This is an optimization exercise on Yosys and OpenROAD, whose aim is small area, a short achievable clock period and few clock cycles per item, not a production implementation. Function was checked by simulation only, so behaviour that the tests miss may differ from the original.

==> maple: inputs <==
Design karatsuba_mul_sequencer, start of the top module:
module karatsuba_mul_sequencer #(
  parameter int HW    = 64,
  parameter int CNT_W = 7
) (
  input  logic              clk,
  input  logic              rst_n,
  input  logic              in_valid,
  output logic              in_ready,
  input  logic [2*HW-1:0]   a,
  input  logic [2*HW-1:0]   b,
  output logic              out_valid,
  input  logic              out_ready,
  output logic [4*HW-1:0]   product,
  output logic              busy
);
clock: 11.0 ns
lec_check: 0
cap_margin: 20
core_margin: 2
core_utilization: 30
setup_slack_margin: 5
slew_margin: 60
standard.sh (not shown) runs the stock make flow with config.mk's settings and CLKGATE_MAP_FILE= SYNTH_SCRIPT=/design/flow/synth_recipe.tcl, a recipe that flattens the netlist after the stock synthesis.
==> flow/flow/run.sh <==
#!/bin/bash
# Layout flow: the standard layout (standard.sh) with one change in synthesis: Yosys's
# synth runs with -noabc, so extract_fa finds the RTL's full adders before any ABC pass has
# restructured them (fewer polarity inverters between adders). The rest of synthesis
# (synth_recipe.tcl: -nofsm -noshare, flatten, renames) and every later step are unchanged.
set -euo pipefail
cd "$(dirname "$0")/.."
work=$(pwd)
sed 's/yosys synth -nofsm -noshare /yosys synth -nofsm -noshare -noabc /' synth_recipe.tcl > flow_synth.tcl
grep -q -- '-noabc' flow_synth.tcl
sed "s#${work}/synth_recipe.tcl#${work}/flow_synth.tcl#g" standard.sh > flow_standard.sh
grep -q "${work}/flow_synth.tcl" flow_standard.sh
bash flow_standard.sh finish > flow_make.log 2>&1
test -f out/final.def
==> inputs of tundra, as changes to maple <==
--- a/flow/design.v
+++ b/flow/design.v
@@ -46,12 +46,16 @@
     end
     enc = {neg, two, one};
   endfunction
   logic [47:0] enc_ld, enc_nx;
   assign enc_ld = enc(b[K-1:0], 1'b0);
   assign enc_nx = enc(b_r[2*K-1:K], b_r[K-1]);
+  logic [K-1:0] b_nx;
+  logic         bp_nx, bprev_r;
+  assign b_nx  = in_ready ? b[K-1:0] : (adv ? b_r[2*K-1:K] : b_r[K-1:0]);
+  assign bp_nx = in_ready ? 1'b0 : (adv ? b_r[K-1] : bprev_r);
   logic [128:0] sg, cg;
   assign sg = {s_r[128] | first_r, s_r[127:0] & {128{~first_r}}};
   assign cg = c_r & {129{~first_r}};
   logic [128:0] aext, a2;
   assign aext = {a_r[127], a_r};
   assign a2   = {a_r, 1'b0};
@@ -5756,18 +5760,16 @@
     end
   end
   always_ff @(posedge clk) begin
     if (in_ready) begin
       a_r <= a;
       b_r <= b;
-      {neg_r, two_r, one_r} <= enc_ld;
-      {negn_r, twon_r, onen_r} <= ~enc_ld;
+      bprev_r <= 1'b0;
     end else if (adv) begin
       b_r <= b_r >> K;
-      {neg_r, two_r, one_r} <= enc_nx;
-      {negn_r, twon_r, onen_r} <= ~enc_nx;
+      bprev_r <= b_r[K-1];
     end
     if (run_r & adv) begin
       s_r  <= ts[128+K:K];
       c_r  <= tc[128+K:K];
       ls_r <= ts[K-1:0];
       lc_r <= tc[K-1:0];
@@ -5777,10 +5779,14 @@
       plo_r <= {lsum[K-1:0], plo_r[95:K]};
     end
     if (fin_done) begin
       product_r <= {hsum, plo_r};
     end
   end
+  always_ff @(posedge clk) begin
+    {neg_r, two_r, one_r} <= enc(b_nx, bp_nx);
+    {negn_r, twon_r, onen_r} <= ~enc(b_nx, bp_nx);
+  end
   assign out_valid = ov_r;
   assign busy      = run_r | fin_r | ov_r;
   assign product   = product_r;
 endmodule
CORE_UTILIZATION = 40   (was 30)
==> inputs of sierra, as changes to maple <==
--- a/flow/design.v
+++ b/flow/design.v
@@ -46,12 +46,16 @@
     end
     enc = {neg, two, one};
   endfunction
   logic [47:0] enc_ld, enc_nx;
   assign enc_ld = enc(b[K-1:0], 1'b0);
   assign enc_nx = enc(b_r[2*K-1:K], b_r[K-1]);
+  logic [K-1:0] b_nx;
+  logic         bp_nx, bprev_r;
+  assign b_nx  = in_ready ? b[K-1:0] : (adv ? b_r[2*K-1:K] : b_r[K-1:0]);
+  assign bp_nx = in_ready ? 1'b0 : (adv ? b_r[K-1] : bprev_r);
   logic [128:0] sg, cg;
   assign sg = {s_r[128] | first_r, s_r[127:0] & {128{~first_r}}};
   assign cg = c_r & {129{~first_r}};
   logic [128:0] aext, a2;
   assign aext = {a_r[127], a_r};
   assign a2   = {a_r, 1'b0};
@@ -5756,18 +5760,16 @@
     end
   end
   always_ff @(posedge clk) begin
     if (in_ready) begin
       a_r <= a;
       b_r <= b;
-      {neg_r, two_r, one_r} <= enc_ld;
-      {negn_r, twon_r, onen_r} <= ~enc_ld;
+      bprev_r <= 1'b0;
     end else if (adv) begin
       b_r <= b_r >> K;
-      {neg_r, two_r, one_r} <= enc_nx;
-      {negn_r, twon_r, onen_r} <= ~enc_nx;
+      bprev_r <= b_r[K-1];
     end
     if (run_r & adv) begin
       s_r  <= ts[128+K:K];
       c_r  <= tc[128+K:K];
       ls_r <= ts[K-1:0];
       lc_r <= tc[K-1:0];
@@ -5777,10 +5779,14 @@
       plo_r <= {lsum[K-1:0], plo_r[95:K]};
     end
     if (fin_done) begin
       product_r <= {hsum, plo_r};
     end
   end
+  always_ff @(posedge clk) begin
+    {neg_r, two_r, one_r} <= enc(b_nx, bp_nx);
+    {negn_r, twon_r, onen_r} <= ~enc(b_nx, bp_nx);
+  end
   assign out_valid = ov_r;
   assign busy      = run_r | fin_r | ov_r;
   assign product   = product_r;
 endmodule
==> qor.yml <==
crit_arrival_ps: 6020
inverters_excl_clock: 220
nFillCells: 39430
dp_cells: 15180
dp_slack_ps: 5755
outcome: "timing/DRC/antenna clean"
drive_above_1_share_pct: 7.222
The numbers above come from sierra.

==> qor.yml <==
critPathMaxStageDelay_ps: 500
outcome: "timing/DRC/antenna clean"
dp_cells: 15210
synth_area_leader_cell: "fa_1"
inverters_excl_clock: 219
crit_arrival_ps: 5970
nFillCells: 39470
dp_slack_ps: 5583
The numbers above come from maple.

==> qor.yml <==
dp_slack_ps: 5201
inverters_excl_clock: 220
dp_cells: 13820
crit_arrival_ps: 6230
maxCapViolations: 0
drive_above_1_share_pct: 7.121
outcome: "timing/DRC/antenna clean"
layout_setup_ws_ps: 5359
The numbers above come from tundra.

Testbench counts of maple, summed over its fixed seeds: cycles 792, items 192.
Testbench counts of tundra, summed over its fixed seeds: cycles 792, items 192.
Testbench counts of sierra, summed over its fixed seeds: cycles 792, items 192.

[static timing again, ports no longer ideal]
The results above use ideal ports. As a check the final layouts listed here were re-extracted and re-timed, cells and wires unchanged.
Step 1, drivers: a clkbuf_16 drives clk and a buf_2 each remaining input, both assumed.
Step 2 times the ports against the registers' clock, not the clock port: input delays grow and output delays shrink by t, the midpoint of the rising clock arrivals with the driver on.
Three values: no drivers, after step 1, after step 2; two values: the first two.
| run | t (ns) | slack for setup (ns) | worst setup path at the end | cell pins on the clock port's net |
|---|---|---|---|---|
| maple | 0.949 | 5.607 / 5.607 / 5.607 | register to register | 1 |
| tundra | 0.939 | 5.359 / 5.359 / 5.067 | input to register | 1 |
| sierra | 0.959 | 5.555 / 5.555 / 5.555 | register to register | 1 |
After both steps setup and hold are still met in every run listed. For tundra, which loses most, drivers alone change the setup slack by 0.000 ns; drivers and shift together by -0.292 ns.
